Background: an optimization exercise with open tools, aiming at small area, a short achievable clock period and few clock cycles. Do not read the settings as production practice.
Function was checked by simulation only, so behaviour that the tests miss may differ from the original.
Power and IR drop assume default switching activity.

`config.mk`:
```
export PLATFORM = sky130hd
export DESIGN_NAME = cpuTop
export DESIGN_NICKNAME = cpuTop
export VERILOG_FILES = /design/flow/design.v
export SDC_FILE = /design/flow/constraint.sdc
export NUM_CORES = 4
export LEC_CHECK = 0
export ABC_AREA = 1
export CAP_MARGIN = 10
export CORE_MARGIN = 2
export CORE_UTILIZATION = 40
export PLACE_DENSITY = 0.6
export SETUP_SLACK_MARGIN = 2.0
export SLEW_MARGIN = 10
```
`constraint.sdc`:
```
create_clock -name core_clock -period 5.5 [get_ports {clk}]
set_input_delay 1.1000 -clock core_clock [delete_from_list [all_inputs] [get_ports {clk}]]
set_output_delay 1.1000 -clock core_clock [all_outputs]
set_load 0.01 [all_outputs]
```
`design.v`:
```
`timescale 1ns/1ps
`default_nettype none
package isaPkg;
    typedef enum logic [1:0] {
        aluReg  = 2'b00,
        aluImm  = 2'b01,
        branch  = 2'b10,
        special = 2'b11
    } instrClass;
    typedef enum logic [3:0] {
        opAdd  = 4'd0,
        opSub  = 4'd1,
        opAnd  = 4'd2,
        opOr   = 4'd3,
        opXor  = 4'd4,
        opNot  = 4'd5,
        opShl  = 4'd6,
        opSra  = 4'd7,
        opSrl  = 4'd8,
        opPass = 4'd9
    } aluOp;
    typedef enum logic [1:0] {
        condAlways      = 2'b00,
        condNegative    = 2'b01,
        condNonNegative = 2'b10,
        condZero        = 2'b11
    } branchCond;
    typedef enum logic [3:0] {
        kindLoad  = 4'b1100,
        kindStore = 4'b1101,
        kindOut   = 4'b1111
    } specialKind;
    typedef struct packed {
        instrClass                      cls;
        aluOp                           op;
        logic [4-1:0] rs;
        logic [4-1:0] rt;
        logic [4-1:0] rd;
        logic [14-1:0]      imm;
    } aluFields;
    typedef struct packed {
        instrClass                      cls;
        logic [1:0]                     kind;
        logic [1:0]                     variant;
        logic [4-1:0] rs;
        logic [4-1:0] rt;
        logic [4-1:0] rd;
        logic [14-1:0]      imm;
    } ctlFields;
    typedef union packed {
        aluFields aluForm;
        ctlFields ctlForm;
    } instrWord;
endpackage
`default_nettype wire
`timescale 1ns/1ps
`default_nettype none
package ctrlPkg;
    typedef enum logic [2:0] {
        fetch     = 3'd0,
        decode    = 3'd1,
        execute   = 3'd2,
        memory    = 3'd3,
        writeback = 3'd4
    } cpuState;
    typedef enum logic {
        regA   = 1'b0,
        nextPc = 1'b1
    } operandA;
    typedef enum logic {
        regB      = 1'b0,
        immediate = 1'b1
    } operandB;
endpackage
`default_nettype wire
`timescale 1ns/1ps
`default_nettype none
module claAdder (
    input  logic [32-1:0] a,
    input  logic [32-1:0] b,
    input  logic                       carryIn,
    output logic [32-1:0] sum
);
    localparam int W = 32;
    localparam int Levels = 5;   
    logic [W-1:0] p0;
    logic [W-1:0] gen [Levels+1];
    logic [W-1:0] prop [Levels+1];
    assign p0 = a ^ b;
    assign gen[0] = (a & b) | {{(W-1){1'b0}}, p0[0] & carryIn};
    assign prop[0] = p0;
    for (genvar l = 0; l < Levels; l++) begin : genLevel
        localparam int D = 1 << l;
        for (genvar i = 0; i < W; i++) begin : genBit
            if (i >= D) begin : genNode
                assign gen[l+1][i] = gen[l][i] | (prop[l][i] & gen[l][i-D]);
                assign prop[l+1][i] = prop[l][i] & prop[l][i-D];
            end else begin : genPass
                assign gen[l+1][i] = gen[l][i];
                assign prop[l+1][i] = prop[l][i];
            end
        end
    end
    assign sum = p0 ^ {gen[Levels][W-2:0], carryIn};
endmodule
`default_nettype wire
`timescale 1ns/1ps
`default_nettype none
module alu (
    input  isaPkg::aluOp               func,
    input  logic                       isSub,
    input  logic [32-1:0] opA,
    input  logic [32-1:0] opB,
    output logic [32-1:0] sum,
    output logic [32-1:0] result
);
    logic shiftOne;
    claAdder adder_i (
        .a      (opA),
        .b      (opB),
        .carryIn(isSub),
        .sum    (sum)
    );
    assign shiftOne = opB[0];
    always_comb begin
        result = '0;
        case (func)
            isaPkg::opAdd,
            isaPkg::opSub:  result = sum;
            isaPkg::opAnd:  result = opA & opB;
            isaPkg::opOr:   result = opA | opB;
            isaPkg::opXor:  result = opA ^ opB;
            isaPkg::opNot:  result = ~opA;
            isaPkg::opShl:  result = shiftOne ? {opA[32-2:0], 1'b0} : opA;
            isaPkg::opSra: begin
                result = shiftOne ? {opA[32-1], opA[32-1:1]} : opA;
            end
            isaPkg::opSrl:  result = shiftOne ? {1'b0, opA[32-1:1]} : opA;
            isaPkg::opPass: result = opB;
            default:        result = '0;
        endcase
    end
endmodule
`default_nettype wire
`timescale 1ns/1ps
`default_nettype none
module regFile (
    input  logic                           clk,
    input  logic                           reset,
    input  logic [4-1:0] rsIdx,
    input  logic [4-1:0] rtIdx,
    input  logic [4-1:0] rdIdx,
    input  logic                           writeEn,
    input  logic [32-1:0]     writeData,
    output logic [32-1:0]     rsData,
    output logic [32-1:0]     rtData
);
    logic [32-1:0] regs [16];
    logic [16-1:0]  written;
    always_ff @(posedge clk) begin
        if (reset) begin
            written <= '0;
        end else if (writeEn) begin
            written[rdIdx] <= 1'b1;
        end
    end
    always_ff @(posedge clk) begin
        if (writeEn) begin
            regs[rdIdx] <= writeData;
        end
    end
    logic [16-1:0] rsHot;
    logic [16-1:0] rtHot;
    always_comb begin
        for (int i = 0; i < 16; i++) begin
            rsHot[i] = written[i] && (rsIdx == i[4-1:0]);
            rtHot[i] = written[i] && (rtIdx == i[4-1:0]);
        end
        rsData = '0;
        rtData = '0;
        for (int i = 0; i < 16; i++) begin
            rsData = rsData | (regs[i] & {32{rsHot[i]}});
            rtData = rtData | (regs[i] & {32{rtHot[i]}});
        end
    end
endmodule
`default_nettype wire
`timescale 1ns/1ps
`default_nettype none
`default_nettype wire
`timescale 1ns/1ps
`default_nettype none
`default_nettype wire
`timescale 1ns/1ps
`default_nettype none
module cpuTop (
    input  logic                       clk,
    input  logic                       reset,
    output logic [32-1:0] wbAdr,
    output logic [32-1:0] wbDatW,
    output logic                       wbWe,
    output logic                       wbCyc,
    output logic                       wbStb,
    input  logic [32-1:0] wbDatR,
    input  logic                       wbAck,
    output logic                       outValid,
    output logic [32-1:0] outData
);
    localparam int W = 32;
    localparam int R = 4;
    localparam int P = 10;
    logic [W-1:0] adr;
    logic         cyc;
    logic         we;
    logic         dreq;       
    logic         dLoad;      
    logic [R-1:0] dRd;        
    logic         squash;     
    logic [W-1:0] oReg;       
    logic         outV;
    logic [P-1:0]     pc;      
    isaPkg::instrWord ir;
    logic             irValid;
    logic             irWait;  
    logic [W-1:0]     aReg;    
    logic [W-1:0]     bReg;    
    logic             useImm;
    logic             subOp;
    logic             fresh;   
    logic [W-1:0] res;
    logic         resPend;
    logic [R-1:0] resRd;
    logic [1:0] cls;
    logic [3:0] kind;
    logic       isAluClass;
    logic       isBranch;
    logic       isSpecial;
    logic       isLoad;
    logic       isStore;
    logic       isOut;
    logic       isMem;
    logic       predTaken;
    assign cls = ir.aluForm.cls;
    assign kind = {ir.ctlForm.kind, ir.ctlForm.variant};
    assign isAluClass = !cls[1];
    assign isBranch = (cls == isaPkg::branch);
    assign isSpecial = (cls == isaPkg::special);
    assign isLoad = isSpecial && (kind == isaPkg::kindLoad);
    assign isStore = isSpecial && (kind == isaPkg::kindStore);
    assign isOut = isSpecial && (kind == isaPkg::kindOut);
    assign isMem = isSpecial && (kind[3:1] == 3'b110);
    assign predTaken = (ir.ctlForm.variant == isaPkg::condAlways)
                    || ir.aluForm.imm[14-1];
    logic [W-1:0] opA;
    logic [W-1:0] opBFwd;
    logic [W-1:0] rtVal;
    logic [W-1:0] sum;
    logic [W-1:0] aluResult;
    logic [W-1:0] immExt;
    assign immExt = {{(W - 14){ir.aluForm.imm[14-1]}}, ir.aluForm.imm};
    assign opA = aReg;
    assign rtVal = bReg;
    assign opBFwd = (useImm ? immExt : rtVal) ^ {W{subOp}};
    alu alu_i (
        .func  (ir.aluForm.op),
        .isSub (subOp),
        .opA   (opA),
        .opB   (opBFwd),
        .sum   (sum),
        .result(aluResult)
    );
    logic condMet;
    always_comb begin
        case (ir.ctlForm.variant)
            isaPkg::condAlways:      condMet = 1'b1;
            isaPkg::condNegative:    condMet = opA[W-1];
            isaPkg::condNonNegative: condMet = !opA[W-1];
            default:                 condMet = (opA == '0);
        endcase
    end
    logic [P-1:0] target;
    assign target = pc + immExt[P-1:0];
    logic         redirect;
    logic [P-1:0] fixAdr;
    assign redirect = fresh && isBranch && (predTaken != condMet);
    assign fixAdr = condMet ? target : pc;
    isaPkg::instrWord fetched;
    logic             fIsBranch;
    logic             fPredTaken;
    logic             fUseImm;
    logic             fSub;
    assign fetched = wbDatR;
    assign fIsBranch = (fetched.aluForm.cls == isaPkg::branch);
    assign fPredTaken = fIsBranch && ((fetched.ctlForm.variant == isaPkg::condAlways)
                                      || fetched.aluForm.imm[14-1]);
    assign fUseImm = (fetched.aluForm.cls == isaPkg::aluImm) || fIsBranch
                  || ((fetched.aluForm.cls == isaPkg::special)
                      && (fetched.ctlForm.kind == 2'b11) && !fetched.ctlForm.variant[1]);
    assign fSub = !fetched.aluForm.cls[1] && (fetched.aluForm.op == isaPkg::opSub);
    logic [P-1:0] fTarget;
    assign fTarget = adr[P-1:0] + (fetched.aluForm.imm[P-1:0] + P'(32'd4));
    logic         aluExec;
    logic         dataAck;
    logic         loadAck;
    logic [W-1:0] rsData;
    logic [W-1:0] rtData;
    logic [W-1:0] aNext;
    logic [W-1:0] bNext;
    assign aluExec = fresh && isAluClass;
    assign dataAck = cyc && wbAck && dreq;
    assign loadAck = dataAck && dLoad;
    regFile regFile_i (
        .clk      (clk),
        .reset    (reset),
        .rsIdx    (fetched.aluForm.rs),
        .rtIdx    (fetched.aluForm.rt),
        .rdIdx    (resPend ? resRd : dRd),
        .writeEn  (resPend || loadAck),
        .writeData(resPend ? res : wbDatR),
        .rsData   (rsData),
        .rtData   (rtData)
    );
    assign aNext = (aluExec && ir.aluForm.rd == fetched.aluForm.rs) ? aluResult
                 : (resPend && resRd == fetched.aluForm.rs) ? res : rsData;
    assign bNext = (aluExec && ir.aluForm.rd == fetched.aluForm.rt) ? aluResult
                 : (resPend && resRd == fetched.aluForm.rt) ? res : rtData;
    logic         fetchAck;
    logic         goodFetch;
    logic         memNext;    
    logic [P-1:0] adrNext4;
    assign fetchAck = cyc && wbAck && !dreq;
    assign goodFetch = fetchAck && !squash && !redirect;
    assign memNext = irValid && !irWait && isMem;
    assign adrNext4 = adr[P-1:0] + P'(32'd4);
    always_ff @(posedge clk) begin
        if (reset) begin
            adr <= 32'h0000_0000;
            cyc <= 1'b1;
            we <= 1'b0;
            dreq <= 1'b0;
            squash <= 1'b0;
            irValid <= 1'b0;
            irWait <= 1'b0;
            fresh <= 1'b0;
            outV <= 1'b0;
            resPend <= 1'b0;
        end else begin
            fresh <= (goodFetch && !memNext) || (dataAck && irWait);
            outV <= fresh && isOut;
            resPend <= aluExec;
            if (fetchAck) begin
                irValid <= goodFetch;
            end
            if (goodFetch) begin
                irWait <= memNext;
                pc <= adrNext4;
                if (memNext) begin
                    adr <= sum;
                    we <= isStore;
                    dreq <= 1'b1;
                end else begin
                    adr <= W'(fPredTaken ? fTarget : adrNext4);
                end
            end else if (fetchAck) begin
                squash <= 1'b0;
                adr <= W'(redirect ? fixAdr : pc);
            end else if (dataAck) begin
                dreq <= 1'b0;
                we <= 1'b0;
                irWait <= 1'b0;
                adr <= W'((isBranch && predTaken) ? target : pc);
            end else if (redirect) begin
                squash <= 1'b1;
                pc <= fixAdr;
            end
        end
    end
    always_ff @(posedge clk) begin
        if (aluExec) begin
            res <= aluResult;
            resRd <= ir.aluForm.rd;
        end
        if (fresh && isOut) begin
            oReg <= sum;
        end else if (fetchAck && memNext) begin
            oReg <= rtVal;
        end
        if (fetchAck) begin
            dLoad <= isLoad;
            dRd <= ir.aluForm.rd;
            ir <= fetched;
            aReg <= aNext;
            bReg <= bNext;
            useImm <= fUseImm;
            subOp <= fSub;
        end else if (loadAck) begin
            if (ir.aluForm.rs == dRd) begin
                aReg <= wbDatR;
            end
            if (ir.aluForm.rt == dRd) begin
                bReg <= wbDatR;
            end
        end
    end
    assign wbAdr = adr;
    assign wbCyc = cyc;
    assign wbStb = cyc;
    assign wbWe = we;
    assign wbDatW = oReg;
    assign outValid = outV;
    assign outData = oReg;
endmodule
`default_nettype wire
```
`run.sh`:
```
#!/bin/bash
# synth_recipe.tcl (not shown) runs the flow's synth.tcl, then flattens the netlist and writes it again
# the make line also repeats each setting of config.mk as NAME=value (left out here)
make -C /OpenROAD-flow-scripts/flow DESIGN_CONFIG=/design/flow/config.mk WORK_HOME=/design/flow/orfs CLKGATE_MAP_FILE= SYNTH_SCRIPT=/design/flow/synth_recipe.tcl finish
```
==> results of run 1 <==
==> routing by layer <==
| metal | global-route usage | share of wire | wire length [um] |
|---|---|---|---|
| met2 | 0.509 | 0.44 | 76400 |
| met5 | 0 | 0.00031 | 54 |
| met4 | 0.160 | 0.058 | 10100 |
| met1 | 0.420 | 0.38 | 65800 |
| met3 | 0.0924 | 0.13 | 22500 |
==> metrics by stage <==
step	utilization	setup slack [ns]	power [mW]	hold slack, ns
2_1_floorplan	-	1.56	7.52	0.444
3_3_place_gp	0.432	0.529	8.15	0.453
3_5_place_dp	0.432	0.789	8.14	0.456
4_1_cts	0.464	2.00	13.7	0.465
5_1_grt	0.475	1.92	14.3	0.486
6_report	0.475	1.90	13.9	0.463
==> final cells by class <==
type                            count  area [sq um]
Fill cell                        9637         53300
Timing Repair inverter              2          15.0
Multi-Input combinational cell   2921         16200
Timing Repair Buffer              317          3020
Tap cell                         1368          1710
Antenna cell                        3          7.51
Inverter                          669          2580
Clock inverter                     52           564
Sequential cell                   749         21900
Clock buffer                       98          2130
==> cell usage in the layout (no fill, tap or decap), types with 30 or more instances in the layout <==
| master | count |
|---|---|
| o21ai_1 | 51 |
| clkdlybuf4s50_1 | 123 |
| nor2_1 | 395 |
| xor2_1 | 34 |
| a21oi_1 | 166 |
| nand3_1 | 221 |
| nand2_1 | 896 |
| clkbuf_16 | 82 |
| a211oi_1 | 59 |
| ha_1 | 83 |
| edfxtp_1 | 693 |
| inv_1 | 621 |
| buf_4 | 140 |
| dfxtp_1 | 55 |
| o22ai_1 | 359 |
| nand2_2 | 30 |
| nor2_4 | 30 |
| nand4_1 | 46 |
| o21ai_0 | 229 |
==> state kept, by name (all words and copies together) (netlist names), 4 cells and up <==
| register | cells |
|---|---|
| pc | 10 |
| resRd | 4 |
| regFile_i.written | 16 |
| oReg | 32 |
| regFile_i.regs | 512 |
| ir | 32 |
| adr | 32 |
| res | 32 |
| dRd | 4 |
| aReg | 32 |
| bReg | 32 |
==> synthesized netlist by cell type (all sizes together) <==
cell type	instances	area, sq um
nand2	931	3510
edfxtp	693	20800
inv	664	2490
nor2	443	1730
o22ai	376	2350
o21ai	288	1450
nand3	245	1300
a21oi	187	940
buf	144	853
ha	98	1230
clkbuf	73	275
a211oi	60	455
dfxtp	56	1120
xor2	47	412
nand4	46	288
a22oi	26	195
nor3	21	120
o2111ai	19	166
xnor2	19	166
a221oi	17	149
or2	15	93.8
nand3b	12	90.1
o211ai	12	90.1
o221ai	10	87.6
nor4	7	56.3
o21a	7	52.6
and3	6	37.5
and2	5	31.3
clkinv	5	18.8
o21bai	5	41.3
a21o	3	22.5
a31oi	3	18.8
fa	3	60.1
o2111a	2	22.5
o41ai	2	17.5
a211o	1	8.76
a21boi	1	7.51
a22o	1	8.76
conb	1	3.75
==> repair_timing <==
action / in CTS / in global routing
setup endpoints to repair: 670 / 94
resized for setup: 70 / 170
hold buffers: 0 / 0
setup buffers: 30 / 36
pin swaps: 12 / 15
endpoints found under the hold margin: 0 / 0
gates cloned: 2 / 1
==> cell families after synthesis <==
family / Yosys count / synth area share
buffers and inverters: 886 / 0.0892
AND/OR/NAND/NOR: 1731 / 0.178
adder cells (fa/ha/maj): 101 / 0.0315
other: 1 / 0.0000919
XOR/XNOR: 66 / 0.0142
AO/OA/AOI/OAI: 1020 / 0.149
flip-flops: 749 / 0.538
==> report_power, final <==
group | internal, mW | switching, mW
Clock | 3.18 | 2.45
Combinational | 0.530 | 1.24
Sequential | 6.35 | 0.111
Total | 10.1 | 3.81
==> worst paths after layout <==
kind | startpoint | endpoint | cells past startpoint | slack, ns
max reg2reg | useImm | aReg[20] | 15 | 2.04
max | wbDatR[22] | aReg[3] | 12 | 1.90
min reg2reg | adr[16] | adr[16] | 2 | 0.46
min | adr[16] | adr[16] | 2 | 0.46
==> critical path, stage by stage <==
cell and delay (ns):
clkdlybuf4s50_1 0.71, inv_2 0.19, o22ai_1 0.19, nor2_1 0.05
nand3b_1 0.18, clkinv_1 0.54, nor3_1 0.38, nand2_1 0.26
o21ai_0 0.16, nand2_1 0.08, nand3_1 0.09, nand2_1 0.06
==> results.cfg, run 1 <==
[global_route]
grt-ovfl-total = 0
grt_max_degree = 63
antenna_found_initial = 10
track_usage = 0.328
grt_pass1_wl_um = 245000
grt_pass1_vias = 34200

[timing]
min_period_ns = 3.60
worstMarginPinSlew_ns = 1.13
relSlewSlack = 0.247
finalHoldViolations = 0
clock_skew_ns = 0.0382
tns_ns = 0
post-route-period-util = 0.655
rsz0062_at_grt = true
maxSlewViolCount = 0
clock.fmax_ghz = 0.278
setup_viol = 0

[power_and_ir_drop]
powerDensity_nw_per_um2 = 288
leakage_nw = 19.3
vdd_drop_max_mv = 0.220

[layout]
drive_gt1_frac = 0.117
nets = 4878
stdcell_count = 6179
syn2layout_area_growth_pct = 18.1
final_area_sq_um = 48200

[route]
first_pass_iters = 8
wl_um = 175000
via_per_inst = 5.95
drt-wirelength-per-cell_um = 28.3
num_vias = 36800
ant_nets = 0
drc = 0
drtIter0Drc = 5614

[job]
max-cap-violations = 0

[clock_tree]
clk-insertion-delay-late_ns = 0.69
root_buffer = clkbuf_16
clock_path_buffers = 3
tritoncts = yes
cts.sinks = 749
h-tree-depth = 3
clk_pin_slew_worst_paths_ns = 0.06
cts_inserted_buffers = 82

[floorplanning]
die_w_um = 323
core_area_sq_um = 101000
die_area_sq_um = 105000
num_rows = 117
io_pins = 135
die_h_um = 323
initial_core_util = 0.402

[setup_path]
worstPathArrival_ns = 4.03
crit_path_end_kind = register
cp.required_ns = 5.92
cp-start-kind = input port
critical_path_class = in2reg
critPathMaxFanout = 7

[synthesis]
avgSynthCellArea_sq_um = 8.96
synthCells = 4554
yosysWarnings = 6
synth_cell_types = 59
ys_ff_latch = 749
seq_area_frac_synth = 0.538
syn_area_sq_um = 40800

[placed_design]
gp_congestion = 0.981
place_area_sq_um = 43900
dp_cells = 5957
hpwl_um = 118000
port_buffers = 132

[run_status]
outcome = timing/DRC/antenna clean

[worst_hold_path]
holdCritPathClass = reg2reg
Testbench counts, summed over its fixed seeds: cycles 12,647.
==> run 2, diff against run 1 <==
--- a/config.mk
+++ b/config.mk
@@ -6,9 +6,10 @@
 export NUM_CORES = 4
 export LEC_CHECK = 0
 export ABC_AREA = 1
-export CAP_MARGIN = 10
+export CAP_MARGIN = 20
 export CORE_MARGIN = 2
-export CORE_UTILIZATION = 40
-export PLACE_DENSITY = 0.6
+export CORE_UTILIZATION = 50
+export PLACE_DENSITY = 0.7
 export SETUP_SLACK_MARGIN = 2.0
-export SLEW_MARGIN = 10
+export SLEW_MARGIN = 20
+export TNS_END_PERCENT = 100
==> results.cfg, run 2 <==
[clock_tree]
h-tree-depth = 3
clock_path_buffers = 3
root_buffer = clkbuf_16
tritoncts = yes
ctsHoldBuffers = 0
cts.sinks = 749
cts_inserted_buffers = 84
clk_pin_slew_worst_paths_ns = 0.06
clk-insertion-delay-late_ns = 0.68

[placed_design]
place_ws_ns = 0.790
gp_congestion = 1.02
hpwl_um = 118000
dp_cells = 5651
port_buffers = 132

[timing]
clock_skew_ns = 0.0576
min_period_ns = 3.55
tns_ns = 0
clock.fmax_ghz = 0.282
rsz0062_at_grt = true
maxSlewViolCount = 0
relSlewSlack = 0.286
worstMarginPinSlew_ns = 1.07
setup_viol = 0
layout_setup_ws_ns = 1.95
finalHoldViolations = 0
post-route-period-util = 0.646

[setup_path]
cp-start-kind = input port
cp.required_ns = 5.88
critPathMaxFanout = 19
worstPathArrival_ns = 3.94
slowest_stage = o22ai_1
crit_path_end_kind = register
critical_path_class = in2reg
critPathMaxStageDelay_ns = 0.56
cp_cell_sequence = dlygate4sd2_1, nor2_1, nand3_1, buf_4, o22ai_1, a211oi_1, nand3_1, o22ai_1, nand2_1, nand2_1, o21ai_1

[layout]
multiInputGateArea_sq_um = 16200
syn2layout_area_growth_pct = 17.2
final_cell_mix = nand2_1 (896), edfxtp_1 (693), inv_1 (625)
regMostFlops = regFile_i.regs
nets = 4885
drive_gt1_frac = 0.119
largest_reg_flops = 512
layout_commonest_cell = nand2_1
stdcell_count = 5882
regArea_sq_um = 21900
fillers = 7059

[power_and_ir_drop]
power_mw = 13.9
leakage_nw = 19.4
powerDensity_nw_per_um2 = 292
vdd_drop_max_mv = 0.269

[global_route]
grt_pass1_wl_um = 241000
grt-ovfl-total = 0
grt_max_degree = 69
track_usage = 0.401
grt_pass1_vias = 34600
antenna_found_initial = 4

[route]
drt-wirelength-per-cell_um = 29.3
drc = 0
drtIter0Drc = 6695
ant_nets = 0
num_vias = 37800
wl_um = 172000
first_pass_iters = 9
via_per_inst = 6.42

[synthesis]
synth_edf_count = 693
ys_ff_latch = 749
synth_commonest_cells = nand2_1 (923), edfxtp_1 (693), inv_1 (633)
seq_area_frac_synth = 0.538
synthTopCellsByArea = edfxtp_1 (51%), nand2_1 (8.5%), inv_1 (5.8%)
avgSynthCellArea_sq_um = 8.96
synth_top_cell_by_area = edfxtp_1
yosysMostFrequentCell = nand2_1
synthCells = 4554
yosysWarnings = 6
synth_flop_cell = edfxtp_1
synth_cell_types = 59
syn_area_sq_um = 40800
ys_async_sr_fraction = 0
yosys.area.top_type_share = 0.510

[floorplanning]
num_rows = 104
die_w_um = 290
die_area_sq_um = 83900
io_pins = 135
initial_core_util = 0.506
die_h_um = 290
core_area_sq_um = 80700

[worst_hold_path]
holdCritPathClass = reg2reg

[job]
max-cap-violations = 0

[run_status]
outcome = timing/DRC/antenna clean
run 2: changes by cell type in the layout (fill, tap and decap cells not counted), moves of 5 or more:
cell        change
buf_4          +27
clkinv_2        +9
o22ai_2        -12
buf_6          -20
clkinvlp_4      -5
o21ai_2         +6
o22ai_1        +12
run 2: metal layers:
metal | wire [um] | track usage
met4 | 13200 | 0.242
met5 | 9 | 0.00114
met3 | 25100 | 0.113
met1 | 61800 | 0.521
met2 | 72200 | 0.597
run 2: repair_timing:
item                                    4_1_cts  5_1_grt
endpoints found under the setup margin      609      231
cloned                                        1        0
gates resized for setup                      70      160
pin swaps                                    11       23
setup buffers                                35       35
run 2: critical path, delay by kind of cell:
| kind | cells | cell delay [ns] |
|---|---|---|
| compound gates | 4 | 0.99 |
| simple gates | 5 | 0.78 |
| buf+inv | 2 | 1.03 |
run 2: worst paths after layout:
kind / from / endpoint / slack (ns) / cells after the start
max: wbDatR[19] / bReg[0] / 1.95 / 11
max reg2reg: useImm / aReg[20] / 2.08 / 16
min reg2reg: adr[26] / adr[26] / 0.46 / 2
min: adr[26] / adr[26] / 0.46 / 2
run 2: kinds of logic after synthesis:
logic type / share of synthesized area
and+or+nand+nor: 0.178
xor gates and xnor gates: 0.0142
other: 0.0000919
AOI/OAI and AO/OA: 0.149
DFF: 0.538
buffers and inverters: 0.0892
adders and majority gates: 0.0315
run 2: stage by stage:
step	util	hold slack, ns	instance area [sq um]
floorplan	-	0.444	40900
global placement	0.540	0.452	43600
global route	0.592	0.476	47800
CTS	0.581	0.463	46900
detailed placement	0.540	0.454	43600
finish	0.593	0.461	47800
run 2: cell type report:
| cell class | instances | area share |
|---|---|---|
| diodes | 5 | 0.000262 |
| flip-flops and latches | 749 | 0.459 |
| clock buffers | 97 | 0.0459 |
| inverters | 669 | 0.0539 |
| well taps | 1060 | 0.0277 |
| multi-input cells | 2921 | 0.339 |
| repair buffers | 324 | 0.0627 |
| clock inverters | 57 | 0.0118 |
run 2: power breakdown:
group | total (mW) | switching, mW | internal, mW | leakage, nW
Combinational | 1.82 | 1.27 | 0.545 | 11.3
Sequential | 6.47 | 0.111 | 6.35 | 6.82
Clock | 5.66 | 2.48 | 3.18 | 1.34
==> run 3, diff against run 2 <==
--- a/design.v
+++ b/design.v
@@ -227,6 +227,8 @@
     logic             useImm;
     logic             subOp;
     logic             fresh;   
+    logic             fixA;    
+    logic             fixB;    
     logic [W-1:0] res;
     logic         resPend;
     logic [R-1:0] resRd;
@@ -388,16 +390,18 @@
         if (fetchAck) begin
             dLoad <= isLoad;
             dRd <= ir.aluForm.rd;
+            fixA <= (fetched.aluForm.rs == ir.aluForm.rd);
+            fixB <= (fetched.aluForm.rt == ir.aluForm.rd);
             ir <= fetched;
             aReg <= aNext;
             bReg <= bNext;
             useImm <= fUseImm;
             subOp <= fSub;
         end else if (loadAck) begin
-            if (ir.aluForm.rs == dRd) begin
+            if (fixA) begin
                 aReg <= wbDatR;
             end
-            if (ir.aluForm.rt == dRd) begin
+            if (fixB) begin
                 bReg <= wbDatR;
             end
         end
--- a/config.mk
+++ b/config.mk
@@ -8,8 +8,8 @@
 export ABC_AREA = 1
 export CAP_MARGIN = 20
 export CORE_MARGIN = 2
-export CORE_UTILIZATION = 50
-export PLACE_DENSITY = 0.7
+export CORE_UTILIZATION = 40
+export PLACE_DENSITY = 0.6
 export SETUP_SLACK_MARGIN = 2.0
 export SLEW_MARGIN = 20
 export TNS_END_PERCENT = 100
==> results.cfg, run 3 <==
[synthesis]
yosys.area.top_type_share = 0.511
seq_area_frac_synth = 0.539
synth_flop_cell = edfxtp_1
yosysWarnings = 6
ys_ff_latch = 743
avgSynthCellArea_sq_um = 8.94
yosysMostFrequentCell = nand2_1
synth_cell_types = 55
syn_area_sq_um = 40300
ys_async_sr_fraction = 0
synthCells = 4511
synth_commonest_cells = nand2_1 (918), edfxtp_1 (687), inv_1 (627)
synthTopCellsByArea = edfxtp_1 (51%), nand2_1 (8.5%), inv_1 (5.8%)
synth_top_cell_by_area = edfxtp_1
synth_edf_count = 687

[global_route]
grt-ovfl-total = 0
grt_max_degree = 58
grt_pass1_wl_um = 252000
antenna_found_initial = 6
grt_pass1_vias = 34400
track_usage = 0.343

[timing]
min_period_ns = 3.55
setup_viol = 0
rsz0062_at_grt = true
clock_skew_ns = 0.0427
finalHoldViolations = 0
tns_ns = 0
maxSlewViolCount = 0
clock.fmax_ghz = 0.282
post-route-period-util = 0.645
relSlewSlack = 0.255
worstMarginPinSlew_ns = 1.12

[worst_hold_path]
hp-start = adr[17]
holdCritPathClass = reg2reg

[layout]
drive_gt1_frac = 0.120
final_cell_mix = nand2_1 (884), edfxtp_1 (687), inv_1 (616)
syn2layout_area_growth_pct = 19.0
largest_reg_flops = 512
layout_commonest_cell = nand2_1
nets = 4831
stdcell_count = 6068
regMostFlops = regFile_i.regs

[clock_tree]
h-tree-depth = 3
cts.sinks = 743
tritoncts = yes
ctsHoldBuffers = 0
cts_inserted_buffers = 84
clock_path_buffers = 3
clk_pin_slew_worst_paths_ns = 0.06
root_buffer = clkbuf_16
clk-insertion-delay-late_ns = 0.69

[placed_design]
gp_congestion = 0.997
port_buffers = 132
hpwl_um = 121000
dp_cells = 5858

[setup_path]
crit_path_end_kind = register
endpoint = bReg[26]
critPathMaxFanout = 5
cp.required_ns = 5.94
worstPathArrival_ns = 3.98
critical_path_class = reg2reg
reg2reg_slack_ns = 1.96
cp-start-kind = register
worstReg2RegEnd = bReg[26]
r2r_start = useImm
worstSetupStartpoint = useImm
reg2regPathDepth = 14

[power_and_ir_drop]
net-switching-power_mw = 3.85
vdd_drop_max_mv = 0.194
leakage_nw = 19.3
p_comb_frac = 0.124
powerDensity_nw_per_um2 = 298
p_int_mw = 10.5
clock_power_share = 0.428
switching_share = 0.269
power_mw = 14.3
pwr-share-seq = 0.448

[job]
max-cap-violations = 0

[route]
ant_nets = 0
num_vias = 37000
drtIter0Drc = 5839
drc = 0
drt-wirelength-per-cell_um = 30.1
first_pass_iters = 7
wl_um = 182000
via_per_inst = 6.10

[floorplanning]
die_w_um = 322
die_area_sq_um = 103000
die_h_um = 322
num_rows = 116
io_pins = 135
initial_core_util = 0.403
core_area_sq_um = 100000

[run_status]
outcome = timing/DRC/antenna clean
## run 3: timing repair
item | CTS | global route
buffers inserted | 13 | 32
gates resized for setup | 98 | 188
setup endpoints to repair | 494 | 269
pin swaps | 7 | 29
gates cloned | 1 | 2
## run 3: power groups by stage
stage | Combinational, mW | Sequential, mW | Clock [mW]
floorplan | 0.945 | 6.47 | 0
global route | 1.90 | 6.41 | 6.39
finish | 1.77 | 6.41 | 6.13
detailed placement | 1.53 | 6.52 | 0
global placement | 1.53 | 6.53 | 0
CTS | 1.59 | 6.41 | 6.17
## run 3: area by class of cell
cell class	count	area, sq um
inverters	654	2520
repair inverters	1	7.51
clock buffers	95	2180
repair buffers	314	3000
clock inverters	60	778
flip-flops and latches	743	21800
well taps	1298	1620
diodes	6	15.0
fillers	9445	52000
multi-input cells	2897	16100
## run 3: cell families (layout without fill, tap and decap cells)
group | after synthesis | after routing | synth area share
XOR/XNOR | 65 | 65 | 0.0141
flip-flops | 743 | 743 | 0.539
AO/OA/AOI/OAI | 1014 | 1014 | 0.152
AND/OR/NAND/NOR | 1715 | 1715 | 0.176
buffers and inverters | 872 | 1124 | 0.0869
adder cells (fa/ha/maj) | 101 | 101 | 0.0319
other | 1 | 8 | 0.0000930
## run 3: how the worst min path moves through the flow
stage | endpoint | slack, ns | cells past startpoint
3_3_place_gp | adr[10] | 0.45 | 2
4_1_cts | adr[17] | 0.46 | 2
2_1_floorplan | regFile_i.written[4] | 0.44 | 2
3_5_place_dp | adr[17] | 0.45 | 2
5_1_grt | adr[17] | 0.48 | 2
6_report | adr[17] | 0.46 | 2
## run 3: worst max-delay path: stages, from the launching register on
cell and delay (ns):
edfxtp_1 0.48, buf_4 0.21, buf_2 0.17, o21ai_0 0.21, xor2_1 0.30, ha_2 0.38
inv_1 0.08, o21ai_0 0.17, a21oi_1 0.22, a21boi_1 0.26, nand4_1 0.24, nand3_4 0.18
nand2_4 0.12, o21ai_0 0.20, nand2_1 0.07
## run 3: per-layer routing
| layer | track usage | wire length, um | up-vias |
|---|---|---|---|
| li1 | - | - | 16000 |
| met1 | 0.445 | 68400 | 17600 |
| met2 | 0.523 | 77900 | 2844 |
| met3 | 0.0936 | 24300 | 630 |
| met4 | 0.183 | 11800 | 0 |
| met5 | 0 | 0 | - |
## run 3: through the flow
step | cell area [sq um] | utilization | setup WS (ns) | hold WS [ns]
after detailed placement | 43500 | 0.435 | 0.905 | 0.455
after floorplan | 40400 | - | 1.95 | 0.444
after global routing | 48000 | 0.480 | 1.85 | 0.482
after CTS | 47000 | 0.470 | 1.97 | 0.464
final | 48000 | 0.480 | 1.96 | 0.461
after global placement | 43500 | 0.435 | 0.923 | 0.452
Testbench counts of run 3, summed over its fixed seeds: cycles 12,647.

## separate check: timing with driven ports
No port has a modelled driver above. Below, the same layouts with a new extraction and two added sets of constraints. Step 1 sets driving cells, clkbuf_16 on the clock port and buf_2 on the other inputs (assumed; they add their load-dependent delay and slew). Step 2, shift: input delay + t, output delay - t, t = (earliest + latest rising clock arrival at the registers) / 2. This alone moves slack from input paths to output paths. Three values: ideal ports, drivers, drivers and shift; two values: the first two.
run	shift t [ns]	setup WS [ns]	worst register clock-pin slew, ns	worst data-port slew with drivers (ns)
run 1	0.750	1.898 / 1.853 / 1.103	0.07 / 0.07	0.23
run 2	0.725	1.948 / 1.895 / 1.170	0.07 / 0.07	0.17
run 3	0.738	1.955 / 1.955 / 1.337	0.07 / 0.07	0.13
After both steps every run listed still meets setup and hold. The setup slack of run 1, which loses most, moves by -0.045 ns with the drivers and by -0.795 ns with both steps.
